Source: an optimization exercise on an open RTL-to-GDS flow (aim: small area, a short achievable clock period and few clock cycles per item). Production flows keep margins and buffers that such runs may drop. Function was not checked in any run shown here: the RTL went through the layout flow alone. Power figures rest on the tool's default switching activity, not on a simulated workload.

$ cat design/flow/run.sh
#!/bin/bash
# synth_recipe.tcl (not shown) runs the flow's synth.tcl, then flattens the netlist and writes it again
# the make line also repeats each setting of config.mk as NAME=value (left out here)
make -C /OpenROAD-flow-scripts/flow DESIGN_CONFIG=/design/flow/config.mk WORK_HOME=/design/flow/orfs CLKGATE_MAP_FILE= SYNTH_SCRIPT=/design/flow/synth_recipe.tcl finish
$ cat design/flow/config.mk
export PLATFORM = sky130hd
export DESIGN_NAME = launch_grid_block_splitter
export DESIGN_NICKNAME = launch_grid_block_splitter
export VERILOG_FILES = /design/flow/design.v
export SDC_FILE = /design/flow/constraint.sdc
export NUM_CORES = 4
export LEC_CHECK = 0
export CAP_MARGIN = 50
export CORE_MARGIN = 2
export CORE_UTILIZATION = 40
export SETUP_SLACK_MARGIN = 5
export SLEW_MARGIN = 50
$ cat design/flow/constraint.sdc
create_clock -name core_clock -period 12.5 [get_ports {clk}]
set_input_delay 2.5000 -clock core_clock [delete_from_list [all_inputs] [get_ports {clk}]]
set_output_delay 2.5000 -clock core_clock [all_outputs]
set_load 0.01 [all_outputs]
$ cat design/flow/design.v
package lgbs_pkg;
  localparam int EXT_W = 31;
  localparam int LIM_W = 11;
  localparam int BLK_W = 34;
  localparam int THR_W = 12;
  localparam logic [1:0] ST_OK        = 2'd0;
  localparam logic [1:0] ST_EXTENT    = 2'd1;
  localparam logic [1:0] ST_GIVEN_THR = 2'd2;
  localparam logic [1:0] ST_AUTO_THR  = 2'd3;
endpackage
module lgbs_mdu (
  input  logic        op_mul,    
  input  logic        op_div,    
  input  logic        bit_i,     
  input  logic        badd,      
  input  logic        cin,       
  input  logic [33:0] acc,
  input  logic [33:0] x,
  input  logic [30:0] n,
  output logic [33:0] res,
  output logic        qbit
);
  logic [35:0] a, b, nn1, nn2, s1, c1, s2, c2, u, v1, v2;
  logic        ci;
  always_comb begin
    a   = {1'b0, acc, 1'b0};
    b   = badd ? {2'b00, x} : 36'd0;
    ci  = op_div ? bit_i : cin;
    nn1 = ~{5'd0, n};
    nn2 = ~{4'd0, n, 1'b0};
    s1  = a ^ b ^ nn1;
    c1  = {((a[34:0] & b[34:0]) | (a[34:0] & nn1[34:0]) | (b[34:0] & nn1[34:0])), 1'b1};
    s2  = a ^ b ^ nn2;
    c2  = {((a[34:0] & b[34:0]) | (a[34:0] & nn2[34:0]) | (b[34:0] & nn2[34:0])), 1'b1};
    u   = a + b + {35'd0, ci};
    v1  = s1 + c1 + {35'd0, ci};
    v2  = s2 + c2 + {35'd0, ci};
    qbit = !v1[35];
    if (op_mul)       res = u[33:0];
    else if (!v2[35]) res = v2[33:0];
    else if (!v1[35]) res = v1[33:0];
    else              res = u[33:0];
  end
endmodule
module launch_grid_block_splitter (
  input  logic         clk,
  input  logic         rst_n,
  input  logic         in_tvalid,
  output logic         in_tready,
  input  logic [191:0] in_tdata,
  input  logic         in_tuser,
  output logic         out_tvalid,
  input  logic         out_tready,
  output logic [191:0] out_tdata,
  input  logic         cfg_valid,
  output logic         cfg_ready,
  input  logic [2:0]   cfg_index,
  input  logic [30:0]  cfg_data
);
  localparam logic [4:0]
    S_IDLE  = 5'd0,  S_DLOAD = 5'd1,  S_DCHK  = 5'd2,  S_EXTM  = 5'd3,
    S_EXTW  = 5'd4,  S_EXTC  = 5'd5,  S_TDIV  = 5'd6,  S_TDIVW = 5'd7,
    S_TCEIL = 5'd8,  S_THR   = 5'd9,  S_THRW  = 5'd10, S_THRR  = 5'd11,
    S_GLOOP = 5'd12, S_RINIT = 5'd13, S_RHO   = 5'd14, S_FSH   = 5'd15,
    S_AMUL  = 5'd16, S_AMULW = 5'd17, S_ADIV  = 5'd18, S_ADIVW = 5'd19,
    S_ASET  = 5'd20, S_FIN   = 5'd21, S_ZERO  = 5'd22, S_DONE  = 5'd23,
    S_DACT  = 5'd24;
  localparam logic [1:0] OP_SQ = 2'd0, OP_MUL = 2'd1, OP_DIV = 2'd2;
  localparam logic [1:0] SRC_X = 2'd0, SRC_GZ = 2'd1, SRC_BZ = 2'd2, SRC_GB = 2'd3;
  localparam logic [1:0] GU_IDLE = 2'd0, GU_ABS = 2'd1, GU_ITER = 2'd2;
  function automatic logic [5:0] msb_idx(input logic [33:0] v);
    logic [63:0] t;
    logic [5:0]  p;
    t    = {30'd0, v};
    p[5] = |t[63:32];
    t[31:0] = p[5] ? t[63:32] : t[31:0];
    p[4] = |t[31:16];
    t[15:0] = p[4] ? t[31:16] : t[15:0];
    p[3] = |t[15:8];
    t[7:0] = p[3] ? t[15:8] : t[7:0];
    p[2] = |t[7:4];
    t[3:0] = p[2] ? t[7:4] : t[3:0];
    p[1] = |t[3:2];
    t[1:0] = p[1] ? t[3:2] : t[1:0];
    p[0] = t[1];
    msb_idx = p;
  endfunction
  logic [4:0]  state_r;
  logic        rdy_r;
  logic        out_valid_r;
  logic [10:0] mb_r [3];
  logic [30:0] mg_r [3];
  logic [10:0] mt_r;
  logic [1:0]  nd_r;
  logic        tiled_r;
  logic [1:0]  dim_r;
  logic [1:0]  status_r;
  logic [11:0] thr_r;
  logic [30:0] gx_r, gy_r, gz_r;
  logic [33:0] bx_r, by_r, bz_r;
  logic        c_ext_r, c_amb_r, c_geq_r, c_b1_r;
  logic [5:0]  psum_r;
  logic        limz_r, gz0_r, l0_r;
  logic        mu_busy_r;
  logic        mu_sq_r, mu_mul_r, mu_div_r;
  logic [1:0]  mu_src_r;
  logic [5:0]  mu_i_r;
  logic        mu_bit_r;
  logic        mu_badd_r;
  logic [33:0] acc_r;
  logic [33:0] x_r;
  logic [30:0] anchor_r;
  logic [33:0] k_r;
  logic [5:0]  e_r;
  logic        xnew_r;
  logic [1:0]  gu_st_r;
  logic [30:0] ga_r, gb_r;
  logic [4:0]  gk_r;
  logic [30:0] in_g, in_l;
  logic [1:0]  in_nd;
  always_comb begin
    case (dim_r)
      2'd0:    begin in_g = in_tdata[32:2];  in_l = in_tdata[125:95];  end
      2'd1:    begin in_g = in_tdata[63:33]; in_l = in_tdata[156:126]; end
      default: begin in_g = in_tdata[94:64]; in_l = in_tdata[187:157]; end
    endcase
    in_nd = (in_tdata[1:0] == 2'd0) ? 2'd1 : in_tdata[1:0];
  end
  logic [10:0] cur_mb;
  logic [30:0] cur_mg;
  assign cur_mb = mb_r[dim_r];
  assign cur_mg = mg_r[dim_r];
  logic        mu_start;
  logic [1:0]  mu_op_n, mu_src_n, mu_run_n;
  logic [33:0] mu_xload;
  logic        mu_xload_en;
  logic [33:0] src_now, src_run;
  logic [5:0]  src_msb;
  logic        src_nz;
  logic [33:0] mu_res;
  logic        mu_q;
  logic        mu_last;
  logic        mu_may_write;
  logic        mu_done;
  always_comb begin
    case (mu_src_n)
      SRC_X:   src_now = x_r;
      SRC_GZ:  src_now = {3'd0, gz_r};
      SRC_BZ:  src_now = bz_r;
      default: src_now = {3'd0, gb_r};
    endcase
    case (mu_src_r)
      SRC_X:   src_run = x_r;
      SRC_GZ:  src_run = {3'd0, gz_r};
      SRC_BZ:  src_run = bz_r;
      default: src_run = {3'd0, gb_r};
    endcase
    src_msb = msb_idx(src_now);
    src_nz  = (src_now != 34'd0);
  end
  assign mu_last = mu_busy_r && (mu_i_r == 6'd0);
  lgbs_mdu u_mdu (
    .op_mul (mu_mul_r),
    .op_div (mu_div_r),
    .bit_i  (mu_bit_r),
    .badd   (mu_badd_r),
    .cin    (mu_sq_r && mu_i_r == 6'd0),
    .acc    (acc_r),
    .x      (x_r),
    .n      (gz_r),
    .res    (mu_res),
    .qbit   (mu_q)
  );
  logic [30:0] gzf, lf;
  logic [5:0]  pm, pg;
  logic        lim_zero, ext_sure, ext_amb;
  logic        g_lt_mb, l_lt_m1, g_le_l, g_le_mb;
  logic [10:0] m1;
  logic [30:0] bsel;
  always_comb begin
    gzf      = {gz_r[30:1], gz_r[0] | gz0_r};
    lf       = {bz_r[30:1], bz_r[0] | l0_r};
    pm       = msb_idx({23'd0, cur_mb});
    pg       = msb_idx({3'd0, cur_mg});
    lim_zero = (cur_mb == 11'd0) || (cur_mg == 31'd0);
    ext_sure = limz_r || (src_msb > psum_r + 6'd1);
    ext_amb  = !ext_sure && (src_msb >= psum_r);
    g_lt_mb  = (gzf[30:11] == 20'd0) && (gzf[10:0] < x_r[10:0]);
    g_le_mb  = (gzf[30:11] == 20'd0) && (gzf[10:0] <= x_r[10:0]);
    m1       = g_lt_mb ? gzf[10:0] : x_r[10:0];
    l_lt_m1  = (lf[30:11] == 20'd0) && (lf[10:0] < m1);
    g_le_l   = (gzf <= lf);
    bsel     = l_lt_m1 ? lf : {20'd0, m1};
  end
  logic [31:0] gd_ab;
  logic [30:0] gd_ba, gd_abs, gd_min, gd_sh;
  logic        gd_lt;
  logic        gu_term, gu_one, gu_is1, gu_ready, gu_load, gu_found;
  always_comb begin
    gd_ab  = {1'b0, ga_r} - {1'b0, gb_r};
    gd_ba  = gb_r - ga_r;
    gd_lt  = gd_ab[31];
    gd_abs = gd_lt ? gd_ba : gd_ab[30:0];
    gd_min = gd_lt ? ga_r : gb_r;
    gd_sh  = gd_abs[1] ? {1'b0, gd_abs[30:1]} : {2'b00, gd_abs[30:2]};
    gu_one  = (gb_r == 31'd1);
    gu_term = (ga_r == 31'd0) || (ga_r == gb_r) || gu_one;
    gu_is1  = gu_one && (gk_r == 5'd0);
  end
  assign gu_found = (state_r == S_RHO) && (gu_st_r == GU_ITER) && gu_term && !gu_is1;
  assign gu_ready = (gu_st_r == GU_IDLE) || ((gu_st_r == GU_ITER) && gu_term && gu_is1);
  assign gu_load  = (state_r == S_RHO) && xnew_r && gu_ready;
  assign mu_may_write = !xnew_r || gu_load;
  assign mu_done  = mu_last && (!mu_sq_r || mu_may_write);
  logic [4:0]  state_n;
  logic        last_dim;
  logic        g_gt_mg;
  logic [30:0] inc_in, inc_out;
  logic        inc_c;
  logic        need_div;
  assign last_dim = (dim_r == 2'd2);
  assign g_gt_mg  = gz_r > cur_mg;
  assign inc_in   = (state_r == S_FSH) ? {1'b0, gz_r[30:1]} : x_r[30:0];
  assign inc_c    = (state_r == S_FSH) ? gz_r[0] : (acc_r != 34'd0);
  assign inc_out  = inc_in + {30'd0, inc_c};
  assign need_div = !c_b1_r && !c_geq_r;
  always_comb begin
    state_n     = state_r;
    mu_start    = 1'b0;
    mu_op_n     = OP_MUL;
    mu_src_n    = SRC_BZ;
    mu_run_n    = SRC_BZ;
    mu_xload    = 34'd0;
    mu_xload_en = 1'b0;
    case (state_r)
      S_IDLE:  if (in_tvalid && (!out_valid_r || out_tready)) state_n = S_DLOAD;
      S_DLOAD: begin
        if (dim_r < nd_r)  state_n = S_DCHK;
        else if (last_dim) state_n = S_FIN;
      end
      S_DCHK: begin
        mu_src_n = SRC_GZ;
        state_n  = S_DACT;
      end
      S_DACT: begin
        if (c_ext_r)       state_n = S_ZERO;
        else if (c_amb_r)  state_n = S_EXTM;
        else if (!tiled_r) state_n = S_GLOOP;
        else if (need_div) state_n = S_TDIV;
        else               state_n = S_THR;
      end
      S_EXTM: begin
        mu_start = 1'b1;
        mu_op_n  = OP_MUL;
        mu_src_n = SRC_GB;
        mu_run_n = SRC_GB;
        state_n  = S_EXTW;
      end
      S_EXTW:  if (mu_done) state_n = S_EXTC;
      S_EXTC: begin
        if ({3'd0, gz_r} > acc_r) state_n = S_ZERO;
        else if (!tiled_r)        state_n = S_GLOOP;
        else if (need_div)        state_n = S_TDIV;
        else                      state_n = S_THR;
      end
      S_TDIV: begin
        mu_start = 1'b1;
        mu_op_n  = OP_DIV;
        mu_src_n = SRC_GZ;
        mu_run_n = SRC_GB;
        state_n  = S_TDIVW;
      end
      S_TDIVW: if (mu_done) state_n = S_TCEIL;
      S_TCEIL: state_n = S_THR;
      S_THR: begin
        if (bz_r == 34'd1 || bz_r == 34'd0 || thr_r == 12'd0 || thr_r == 12'd1 ||
            bz_r[33:11] != 23'd0) begin
          state_n = last_dim ? S_FIN : S_DLOAD;
        end else begin
          mu_start    = 1'b1;
          mu_op_n     = OP_MUL;
          mu_src_n    = SRC_BZ;
          mu_run_n    = SRC_BZ;
          mu_xload    = {22'd0, thr_r};
          mu_xload_en = 1'b1;
          state_n     = S_THRW;
        end
      end
      S_THRW: if (mu_done) state_n = S_THRR;
      S_THRR: state_n = last_dim ? S_FIN : S_DLOAD;
      S_GLOOP: state_n = g_gt_mg ? S_RINIT : S_THR;
      S_RINIT: state_n = S_RHO;
      S_RHO: begin
        if (gu_found) state_n = S_FSH;
        if (!mu_busy_r) begin
          mu_start = 1'b1;
          mu_op_n  = OP_SQ;
          mu_src_n = SRC_X;
          mu_run_n = SRC_X;
        end
      end
      S_FSH: begin
        if (gk_r == 5'd0) state_n = (gb_r == gz_r) ? S_GLOOP : S_AMUL;
      end
      S_AMUL: begin
        mu_start    = 1'b1;
        mu_op_n     = OP_MUL;
        mu_src_n    = SRC_GB;
        mu_run_n    = SRC_GB;
        mu_xload    = bz_r;
        mu_xload_en = 1'b1;
        state_n     = S_AMULW;
      end
      S_AMULW: if (mu_done) state_n = S_ADIV;
      S_ADIV: begin
        mu_start = 1'b1;
        mu_op_n  = OP_DIV;
        mu_src_n = SRC_GZ;
        mu_run_n = SRC_GB;
        state_n  = S_ADIVW;
      end
      S_ADIVW: if (mu_done) state_n = S_ASET;
      S_ASET:  state_n = S_GLOOP;
      S_FIN:   state_n = (thr_r > {1'b0, mt_r}) ? S_ZERO : S_DONE;
      S_ZERO:  if (dim_r == 2'd2) state_n = S_DONE;
      S_DONE:  state_n = S_IDLE;
      default: state_n = S_IDLE;
    endcase
  end
  assign in_tready  = rdy_r;
  assign cfg_ready  = 1'b1;
  assign out_tvalid = out_valid_r;
  assign out_tdata  = {4'd0, status_r, bz_r[30:0], by_r[30:0], bx_r[30:0], gz_r, gy_r, gx_r};
  always_ff @(posedge clk) begin
    if (!rst_n) begin
      state_r     <= S_IDLE;
      rdy_r       <= 1'b0;
      out_valid_r <= 1'b0;
      mu_busy_r   <= 1'b0;
      gu_st_r     <= GU_IDLE;
      xnew_r      <= 1'b0;
      mb_r[0]     <= 11'd1024;
      mb_r[1]     <= 11'd1024;
      mb_r[2]     <= 11'd64;
      mg_r[0]     <= 31'd2147483647;
      mg_r[1]     <= 31'd65535;
      mg_r[2]     <= 31'd65535;
      mt_r        <= 11'd1024;
    end else begin
      state_r <= state_n;
      rdy_r   <= (state_n == S_DONE);
      if (cfg_valid) begin
        case (cfg_index)
          3'd0: mb_r[0] <= cfg_data[10:0];
          3'd1: mb_r[1] <= cfg_data[10:0];
          3'd2: mb_r[2] <= cfg_data[10:0];
          3'd3: mg_r[0] <= cfg_data;
          3'd4: mg_r[1] <= cfg_data;
          3'd5: mg_r[2] <= cfg_data;
          3'd6: mt_r    <= cfg_data[10:0];
          default: ;
        endcase
      end
      if (state_r == S_DONE)                  out_valid_r <= 1'b1;
      else if (out_valid_r && out_tready)     out_valid_r <= 1'b0;
      if (mu_start)                     mu_busy_r <= 1'b1;
      else if (state_r == S_RINIT)      mu_busy_r <= 1'b0;
      else if (mu_done)                 mu_busy_r <= 1'b0;
      if (state_r == S_RINIT) begin
        xnew_r  <= 1'b0;
        gu_st_r <= GU_IDLE;
      end else if (state_r == S_RHO) begin
        if (gu_found) begin
          gu_st_r <= GU_IDLE;
        end else begin
          if (mu_done && mu_sq_r) xnew_r <= 1'b1;
          else if (gu_load)       xnew_r <= 1'b0;
          if (gu_load)                                gu_st_r <= GU_ABS;
          else if (gu_st_r == GU_ABS)                 gu_st_r <= GU_ITER;
          else if (gu_st_r == GU_ITER && gu_term)     gu_st_r <= GU_IDLE;
        end
      end
    end
  end
  always_ff @(posedge clk) begin
    if (mu_start) begin
      mu_sq_r  <= (mu_op_n == OP_SQ);
      mu_mul_r <= (mu_op_n == OP_MUL);
      mu_div_r <= (mu_op_n == OP_DIV);
      mu_src_r <= mu_run_n;
      mu_i_r   <= src_msb;
      mu_bit_r <= src_nz;
      mu_badd_r <= src_nz && (mu_op_n != OP_DIV);
      acc_r    <= 34'd0;
      if (mu_xload_en)            x_r <= mu_xload;
      else if (mu_op_n == OP_DIV) x_r <= 34'd0;
    end else if (state_r == S_RINIT) begin
      x_r <= 34'd2;
    end else if (state_r == S_DLOAD) begin
      x_r <= {23'd0, cur_mb};
    end else if (mu_busy_r) begin
      if (!mu_last) begin
        mu_i_r   <= mu_i_r - 6'd1;
        mu_bit_r <= src_run[mu_i_r - 6'd1];
        mu_badd_r <= src_run[mu_i_r - 6'd1] && !mu_div_r;
        acc_r    <= mu_res;
        if (mu_div_r) x_r <= {x_r[32:0], mu_q};
      end else if (mu_done) begin
        if (mu_sq_r) begin
          x_r <= mu_res;
        end else begin
          acc_r <= mu_res;
          if (mu_div_r) x_r <= {x_r[32:0], mu_q};
        end
      end
    end
    if (state_r == S_RINIT) begin
      anchor_r <= 31'd2;
      k_r      <= 34'd1;
      e_r      <= 6'd1;
    end else if (state_r == S_RHO) begin
      if (gu_found) begin
      end else if (gu_load) begin
        ga_r <= x_r[30:0];
        gb_r <= anchor_r;
        if (k_r[e_r]) begin
          anchor_r <= x_r[30:0];
          e_r      <= e_r + 6'd1;
          k_r      <= 34'd1;
        end else begin
          k_r <= k_r + 34'd1;
        end
      end else if (gu_st_r == GU_ABS) begin
        ga_r <= gd_abs;
        gb_r <= gz_r;
        gk_r <= 5'd0;
      end else if (gu_st_r == GU_ITER && !gu_term) begin
        if (!ga_r[0] && !gb_r[0]) begin
          ga_r <= {1'b0, ga_r[30:1]};
          gb_r <= {1'b0, gb_r[30:1]};
          gk_r <= gk_r + 5'd1;
        end else if (!ga_r[0]) begin
          ga_r <= ga_r[1] ? {1'b0, ga_r[30:1]} : {2'b00, ga_r[30:2]};
        end else if (!gb_r[0]) begin
          gb_r <= gb_r[1] ? {1'b0, gb_r[30:1]} : {2'b00, gb_r[30:2]};
        end else begin
          ga_r <= gd_sh;
          gb_r <= gd_min;
        end
      end
    end else if (state_r == S_FSH) begin
      if (gk_r != 5'd0) begin
        gb_r <= {gb_r[29:0], 1'b0};
        gk_r <= gk_r - 5'd1;
      end
    end else if (state_r == S_DLOAD) begin
      gb_r <= cur_mg;
    end else if (state_r == S_TDIV || state_r == S_ADIV) begin
      gb_r <= gz_r;
    end
    case (state_r)
      S_IDLE: begin
        nd_r    <= in_nd;
        tiled_r <= in_tuser;
        dim_r   <= 2'd0;
        thr_r   <= 12'd1;
      end
      S_DLOAD: begin
        status_r <= 2'd0;
        psum_r   <= pm + pg;
        limz_r   <= lim_zero;
        gz0_r    <= (in_g == 31'd0);
        l0_r     <= (in_l == 31'd0);
        gx_r <= gy_r;
        gy_r <= gz_r;
        bx_r <= by_r;
        by_r <= bz_r;
        if (dim_r < nd_r) begin
          gz_r <= in_g;
          bz_r <= tiled_r ? {3'd0, in_l} : 34'd1;
        end else begin
          gz_r <= 31'd1;
          bz_r <= 34'd1;
          if (!last_dim) dim_r <= dim_r + 2'd1;
        end
      end
      S_DCHK: begin
        c_ext_r <= ext_sure;
        c_amb_r <= ext_amb;
        c_geq_r <= g_le_mb && g_le_l;
        c_b1_r  <= (bsel == 31'd1);
        bz_r    <= {3'd0, bsel};
        gz_r    <= (g_le_mb && g_le_l) ? 31'd1 : gzf;
      end
      S_DACT, S_EXTC: begin
        if (state_n == S_ZERO) begin
          status_r <= 2'd1;
          dim_r    <= 2'd0;
        end
      end
      S_TDIV:  gz_r <= bz_r[30:0];
      S_ADIV: begin
        gz_r <= gb_r;
        bz_r <= acc_r;
      end
      S_TCEIL: gz_r <= inc_out;
      S_THR: begin
        if (bz_r == 34'd1) begin
        end else if (bz_r == 34'd0 || thr_r == 12'd0) begin
          thr_r <= 12'd0;
        end else if (bz_r[33:11] != 23'd0) begin
          thr_r <= 12'd2048;
        end else if (thr_r == 12'd1) begin
          thr_r <= {1'b0, bz_r[10:0]};
        end
        if (state_n == S_DLOAD) dim_r <= dim_r + 2'd1;
      end
      S_THRR: begin
        thr_r <= (acc_r > 34'd2047) ? 12'd2048 : acc_r[11:0];
        if (state_n == S_DLOAD) dim_r <= dim_r + 2'd1;
      end
      S_FSH: begin
        if (gk_r == 5'd0 && gb_r == gz_r) begin
          gz_r <= inc_out;
          bz_r <= {bz_r[32:0], 1'b0};
        end
      end
      S_ASET: gz_r <= x_r[30:0];
      S_FIN: begin
        if (state_n == S_ZERO) begin
          status_r <= tiled_r ? 2'd2 : 2'd3;
          dim_r    <= 2'd0;
        end
      end
      S_ZERO: begin
        gx_r  <= gy_r;
        gy_r  <= gz_r;
        gz_r  <= 31'd0;
        bx_r  <= by_r;
        by_r  <= bz_r;
        bz_r  <= 34'd0;
        dim_r <= dim_r + 2'd1;
      end
      default: ;
    endcase
  end
endmodule
==> qor.csv, run 1 <==
metric,value,unit
outcome,"complete, no violations",
"Design Area, Final",0.0579,mm^2
Initial DRC Count,6752,
Yosys cell types,104,
RSZ-0062 raised after global routing,no,
min-delay src,gy_r[15],
Worst R2R Path Depth,23,
die area,0.126,mm^2
"Cell Area, Placed",0.0553,mm^2
largest net degree at the start of global routing,79,
CP max stage cell,o21ai_0,
syn avg cell area,8.24,um^2
top cell family by delay on the critical path,compound AO/OA/AOI/OAI gates,
"Remaining Overflow, GRT",0,
"most common cell after layout, fill and taps aside",nand2_1,
Bufs and invs on worst path,3,
Initial Utilization,40.4,%
ranking of synthesized cells by area,"edfxtp_1 (20%), dfxtp_1 (10%), ha_1 (8.9%), nand2_1 (5.8%), a21oi_1 (4.6%)",
Area Overhead vs Synth,17.7,%
YS warnings,4,
Async SR Flop Fraction,0,%
"flops & latches, synth",588,
CTS sink cnt,588,
# DRC,0,
Vias/cell,6.34,
post-cts resize count,0,
final core occ,47.5,%
FMAX,152,MHz
number of cell rows,128,
hold crit path type,flop to flop,
CP Capture Type,flop,
layout cells sized above 1,7.75,%
die span in x,355,um
first-pass GRT wire length,324000,um
worst r2r src,state_r[1],
drt total wl,226000,um
post-layout min period,6.58,ns
CP max stage delay,0.58,ns
Main synth FF type,edfxtp_1,
IO Port Bufs,417,
Num CTS Buffers,72,
H-tree levels,3,
setup repair bufs after CTS,0,
initial antenna violation count,25,
cell count after synthesis,5969,
Critical Path RT,13.03,ns
DRT Pass-1 Iters,9,
Die Ht,355,um
nets,6821,
CTS tree,built,
number of synthesized flops with an enable pin,335,
worst setup path class,flop to flop,
crit path DAT,7.11,ns
Fin. Hold Viols,0,
all-layer global routing usage,34.6,%
Fin Clk Skew,0.0308,ns
PwrDens,351,mW/mm^2
Worst slew margin,42.0,%
register area share after synthesis,30.7,%
clk buf depth,3,
area share of the largest cell type after synthesis,20.5,%
via count,49800,
vias in the first global route,46600,
post-DR wirelength/cell,28.7,um
Pins Over Slew Limit,0,
setup violators final,0,
Crit Path Max Fanout,48,
Yosys top cell by area,edfxtp_1,
R2R Setup Slk,5.92,ns
"Endpoint, Worst Hold",gx_r[15],
maximum VDD drop,0.000173,V
clk root buf,clkbuf_16,
r2r endpoint,c_amb_r,
clk latency of the worst-skew pair,0.69,ns
Worst Tran Pin Value,0.869,ns
Leak,23.5,nW
cts hold-fix bufs,0,
clock-pin slew on the worst setup and hold paths,0.06,ns
core area,0.122,mm^2
hold depth,0,
Tcrit/Tclk final,52.6,%
"commonest non-fill, non-tap cells in the layout","nand2_1 (748), a21oi_1 (428), inv_1 (427)",
post-synthesis cell area,0.0492,mm^2
setup TNS,0,ns
I/O pins,427,
Final HPWL DP,170000,um
MaxCap Viol Count,0,
routability cong.,1.02,
Startpoint Class,flop,
worst-path cell chain,buf_4 > and4b_1 > buf_4 > a22oi_2 > buf_4 > a221o_1 > nor3_1 > o221ai_1 > nand2b_1 > a2111o_1 > a21o_1 > o21ai_0 > nor2_1 > o21ai_0 > ha_1 > nor2b_1 > o21a_1 > o21a_1 > o21ai_0 > nand2b_1 > a21oi_1 > o21bai_1 > nor2_1,
Antenna Violating Nets Remaining,0,
## per-stage QoR
| step | total power [mW] | instances | hold WS, ns | setup slack (ns) |
|---|---|---|---|---|
| floorplan | 12.2 | 5972 | 0.435 | 6.94 |
| global placement | 17.4 | 7703 | 0.427 | 5.88 |
| detailed placement | 17.6 | 7720 | 0.431 | 6.15 |
| CTS | 19.9 | 7853 | 0.447 | 6.12 |
| global route | 21.5 | 7862 | 0.456 | 5.71 |
| finish | 20.4 | 7865 | 0.446 | 5.92 |
## Yosys cell counts, types with 17 or more instances
library cell  count
nand2_1         756
a21oi_1         448
inv_1           428
clkbuf_1        387
o21ai_0         381
nor2_1          358
ha_1            350
edfxtp_1        335
dfxtp_1         253
nand3_1         202
mux2i_1         148
a22oi_1         138
nor3_1          134
o221ai_1        125
xor2_1          112
xnor2_1         103
a21o_1           97
a21boi_0         87
nand4_1          85
a22o_1           67
fa_1             67
nor4_1           55
a222oi_1         50
o21a_1           49
nand2b_1         48
o22ai_1          47
a31oi_1          46
nor2b_1          46
buf_4            39
buf_1            38
a211oi_1         36
o211ai_1         34
mux4_2           32
and3_1           31
or3_1            28
a221oi_1         26
o31ai_1          25
o21bai_1         21
a221o_1          20
and2_1           18
a211o_1          17
## power by group
part / leakage [nW] / switching (mW) / internal [mW]
Combinational: 17.1 / 9.24 / 5.02
Sequential: 5.21 / 0.844 / 2.99
Clock: 1.22 / 0.943 / 1.32
Total: 23.5 / 11.0 / 9.32
## final cells by class
cell class / instances / area, um^2
repair buffers: 603 / 5690
diodes: 9 / 22.5
flip-flops and latches: 588 / 15100
clock inverters: 34 / 412
well taps: 1625 / 2030
clock buffers: 99 / 2070
fillers: 11900 / 64000
multi-input cells: 4477 / 30900
inverters: 430 / 1610
## sequential cells by signal, indices dropped and copies added (netlist names), 5 cells and up
signal / count
acc_r: 34
anchor_r: 31
bx_r: 31
by_r: 31
bz_r: 34
e_r: 6
ga_r: 31
gb_r: 31
gk_r: 5
gx_r: 31
gy_r: 31
gz_r: 31
k_r: 34
mb_r: 33
mg_r: 93
mt_r: 11
mu_i_r: 6
psum_r: 6
state_r: 5
thr_r: 12
x_r: 34
## cells by family after synthesis
group / after synthesis / share of synthesized area [%]
flops: 588 / 30.7
mux: 195 / 4.82
xor+xnor: 215 / 3.83
simple gates: 1835 / 17.1
other cells: 2 / 0.0153
fa+ha+maj: 417 / 11.6
buf+inv: 907 / 7.29
compound gates: 1810 / 24.5
## metal layers
metal	wire, um	vias to the layer above	part of all wire (%)	track usage, %
li1	-	22100	-	-
met1	90100	24000	40	44.7
met2	97900	3039	43	53.0
met3	27100	631	12	11.2
met4	10400	26	4.6	14.5
met5	545	-	0.24	0.906
## how the worst max path moves through the flow
stage | start | to | slack, ns | cells past startpoint
4_1_cts | state_r[1] | c_amb_r | 6.12 | 23
3_3_place_gp | mu_i_r[0] | x_r[13] | 5.88 | 20
6_report | state_r[1] | c_amb_r | 5.92 | 23
3_5_place_dp | state_r[1] | c_ext_r | 6.15 | 22
5_1_grt | state_r[1] | c_amb_r | 5.71 | 23
2_1_floorplan | gb_r[1] | ga_r[10] | 6.94 | 9
==> run 2: changes to the inputs <==
--- a/design/flow/config.mk
+++ b/design/flow/config.mk
@@ -7,6 +7,5 @@
 export LEC_CHECK = 0
-export CAP_MARGIN = 50
+export CAP_MARGIN = 20
 export CORE_MARGIN = 2
 export CORE_UTILIZATION = 40
-export SETUP_SLACK_MARGIN = 5
-export SLEW_MARGIN = 50
+export SLEW_MARGIN = 20
==> qor.csv, run 2 <==
metric,value,unit,change
YS warnings,4,,unchanged
Fin. Hold Viols,0,,unchanged
Main synth FF type,edfxtp_1,,unchanged
cell count after synthesis,5969,,unchanged
clock-pin slew on the worst setup and hold paths,0.06,ns,about the same
"Remaining Overflow, GRT",0,,unchanged
Tcrit/Tclk final,55.2,%,was 52.6%
"Endpoint, Worst Hold",gx_r[15],,unchanged
vias in the first global route,45800,,was 46600
DRT Pass-1 Iters,8,,was 9
largest net degree at the start of global routing,79,,unchanged
clk root buf,clkbuf_16,,unchanged
critical path depth in cells,20,,was 23
post-cts resize count,0,,unchanged
nets,6805,,was 6821
layout cells sized above 1,6.74,%,was 7.75%
syn avg cell area,8.24,um^2,unchanged
I/O pins,427,,unchanged
MaxCap Viol Count,0,,unchanged
hold crit path type,flop to flop,,unchanged
RSZ-0062 raised after global routing,no,,unchanged
r2r endpoint,x_r[13],,was c_amb_r
Async SR Flop Fraction,0,%,unchanged
Fin Clk Skew,0.0229,ns,was 0.0308 ns
Yosys cell types,104,,unchanged
cts hold-fix bufs,0,,unchanged
FMAX,145,MHz,was 152 MHz
cell count after placement,7704,,was 7720
Initial Utilization,40.4,%,unchanged
worst setup path class,flop to flop,,unchanged
IO Port Bufs,417,,unchanged
final worst-path setup slack,5.60,ns,was 5.92 ns
post-DR wirelength/cell,28.7,um,about the same
post-synthesis cell area,0.0492,mm^2,unchanged
# DRC,0,,unchanged
number of cell rows,128,,unchanged
outcome,"complete, no violations",,unchanged
setup TNS,0,ns,unchanged
CTS tree,built,,unchanged
number of synthesized flops with an enable pin,335,,unchanged
Antenna Violating Nets Remaining,0,,unchanged
Initial DRC Count,6595,,was 6752
CTS sink cnt,588,,unchanged
pre-CTS WS,5.84,ns,was 6.15 ns
all-layer global routing usage,34.5,%,was 34.6%
H-tree levels,3,,unchanged
Vias/cell,6.31,,was 6.34
R2R Setup Slk,5.60,ns,was 5.92 ns
Worst slew margin,15.1,%,was 42.0%
crit path DAT,7.32,ns,was 7.11 ns
die area,0.126,mm^2,unchanged
clk latency of the worst-skew pair,0.68,ns,was 0.69 ns
worst r2r src,mu_i_r[0],,was state_r[1]
synth cell count leaders,"nand2_1 (756), a21oi_1 (448), inv_1 (428), clkbuf_1 (387), o21ai_0 (381)",,unchanged
Num CTS Buffers,75,,was 72
die span in x,355,um,unchanged
Worst R2R Path Depth,20,,was 23
"most common cell after layout, fill and taps aside",nand2_1,,unchanged
Leak,23.3,nW,was 23.5 nW
Startpoint Class,flop,,unchanged
PwrDens,352,mW/mm^2,was 351 mW/mm^2
Bufs and invs on worst path,3,,unchanged
Yosys top cell by area,edfxtp_1,,unchanged
Crit Path Max Fanout,20,,was 48
final core occ,47.1,%,was 47.5%
Area Overhead vs Synth,16.7,%,was 17.7%
clk buf depth,3,,unchanged
CP max stage cell,nor3_1,,was o21ai_0
core area,0.122,mm^2,unchanged
Power Total,20.2,mW,was 20.4 mW
hold depth,0,,unchanged
Pins Over Slew Limit,0,,unchanged
worst-path cell chain,inv_1 > ha_1 > nand2_1 > nor3_1 > nand2_1 > o21ai_0 > buf_4 > inv_1 > ha_1 > nand2b_1 > a211o_1 > a311oi_1 > or2_2 > a41oi_1 > a31oi_1 > or2_2 > a21o_1 > a211o_1 > a221oi_1 > a221o_1,,was buf_4 > and4b_1 > buf_4 > a22oi_2 > buf_4 > a221o_1 > nor3_1 > o221ai_1 > nand2b_1 > a2111o_1 > a21o_1 > o21ai_0 > nor2_1 > o21ai_0 > ha_1 > nor2b_1 > o21a_1 > o21a_1 > o21ai_0 > nand2b_1 > a21oi_1 > o21bai_1 > nor2_1
Final HPWL DP,169000,um,was 170000 um
area share of the largest cell type after synthesis,20.5,%,unchanged
routability cong.,1.02,,unchanged
first-pass GRT wire length,322000,um,was 324000 um
post-layout min period,6.90,ns,was 6.58 ns
register area share after synthesis,30.7,%,unchanged
register with the most flip-flops,mg_r,,unchanged
setup violators final,0,,unchanged
initial antenna violation count,20,,was 25
ranking of synthesized cells by area,"edfxtp_1 (20%), dfxtp_1 (10%), ha_1 (8.9%), nand2_1 (5.8%), a21oi_1 (4.6%)",,unchanged
CP Capture Type,flop,,unchanged
drt total wl,225000,um,was 226000 um
"Cell Count, Final, Fillers Out",7848,,was 7865
"commonest non-fill, non-tap cells in the layout","nand2_1 (752), a21oi_1 (445), inv_1 (428)",,"was nand2_1 (748), a21oi_1 (428), inv_1 (427)"
Critical Path RT,12.93,ns,was 13.03 ns
min-delay src,gy_r[15],,unchanged
max reg flops,93,,unchanged
Die Ht,355,um,unchanged
Worst Tran Pin Value,1.26,ns,was 0.869 ns
top-count cell post-synth,nand2_1,,unchanged
maximum VDD drop,0.000149,V,was 0.000173 V
"flops & latches, synth",588,,unchanged
setup repair bufs after CTS,0,,unchanged
via count,49600,,was 49800
CP max stage delay,0.87,ns,was 0.58 ns
top cell family by delay on the critical path,compound AO/OA/AOI/OAI gates,,unchanged
-- run 2: cells by family after synthesis --
| kind of cell | Yosys count | synth area share (%) |
|---|---|---|
| compound gates | 1810 | 24.5 |
| xor+xnor | 215 | 3.83 |
| fa+ha+maj | 417 | 11.6 |
| buf+inv | 907 | 7.29 |
| flops | 588 | 30.7 |
| mux | 195 | 4.82 |
| other cells | 2 | 0.0153 |
| simple gates | 1835 | 17.1 |
-- run 2: routing by layer --
layer	wire length (um)	track usage, %	up-vias	share of wire (%)
li1	-	-	22100	-
met1	90600	45.7	23800	40
met2	97400	52.6	3042	43
met3	26800	9.93	596	12
met4	10400	14.3	16	4.6
met5	195	0	-	0.087
-- run 2: cell type report --
class	instances	area, um^2
clock buffers	98	2090
multi-input cells	4477	30700
diodes	5	12.5
flip-flops and latches	588	15100
clock inverters	41	385
repair buffers	584	5430
fillers	12000	64500
inverters	430	1610
well taps	1625	2030
-- run 2: through the flow --
step                      area (um^2)  hold WS (ns)
after floorplan                 49200         0.435
after global placement          54900         0.427
after detailed placement        54900         0.431
after CTS                       57400         0.446
after global routing            57400         0.456
final                           57400         0.445
-- run 2: power breakdown --
| group | switching [mW] | internal (mW) | total [mW] |
|---|---|---|---|
| Clock | 0.945 | 1.29 | 2.24 |
| Sequential | 0.897 | 3.00 | 3.89 |
| Combinational | 9.11 | 4.95 | 14.1 |
| Total | 11.0 | 9.23 | 20.2 |
-- run 2: worst max-delay path by stage --
stage / end / slack, ns / start
2_1_floorplan: ga_r[10] / 6.94 / gb_r[1]
3_3_place_gp: x_r[13] / 5.88 / mu_i_r[0]
3_5_place_dp: x_r[13] / 5.84 / mu_i_r[1]
4_1_cts: x_r[13] / 5.81 / mu_i_r[0]
5_1_grt: x_r[30] / 5.36 / mu_i_r[1]
6_report: x_r[13] / 5.60 / mu_i_r[0]

afterwards: timing with drivers on the ports:
In the flow no input, the clock included, has a driving cell. The finished layouts below were timed again as built, in two steps. Step 1 (the two cells are an assumption about what drives the block):
set clk [get_ports {clk}]
set_driving_cell -lib_cell sky130_fd_sc_hd__clkbuf_16 $clk
set_driving_cell -lib_cell sky130_fd_sc_hd__buf_2 [delete_from_list [all_inputs] $clk]
Step 2 moves the port delays by t, midway between the first and last clock arrival at a register: inputs arrive t later, outputs are due t later. That takes back most of the time a late clock gives input paths. a / b / c = no drivers / after step 1 / after step 2; a / b = the first two.
| run | shift t [ns] | slack for setup (ns) | worst slew at a driven data input, ns | pins driven straight from the clock port |
|---|---|---|---|---|
| run 1 | 0.754 | 5.921 / 5.921 / 5.921 | 0.13 | 1 |
| run 2 | 0.749 | 5.605 / 5.605 / 5.605 | 0.15 | 1 |
After both steps every run listed still meets setup and hold.
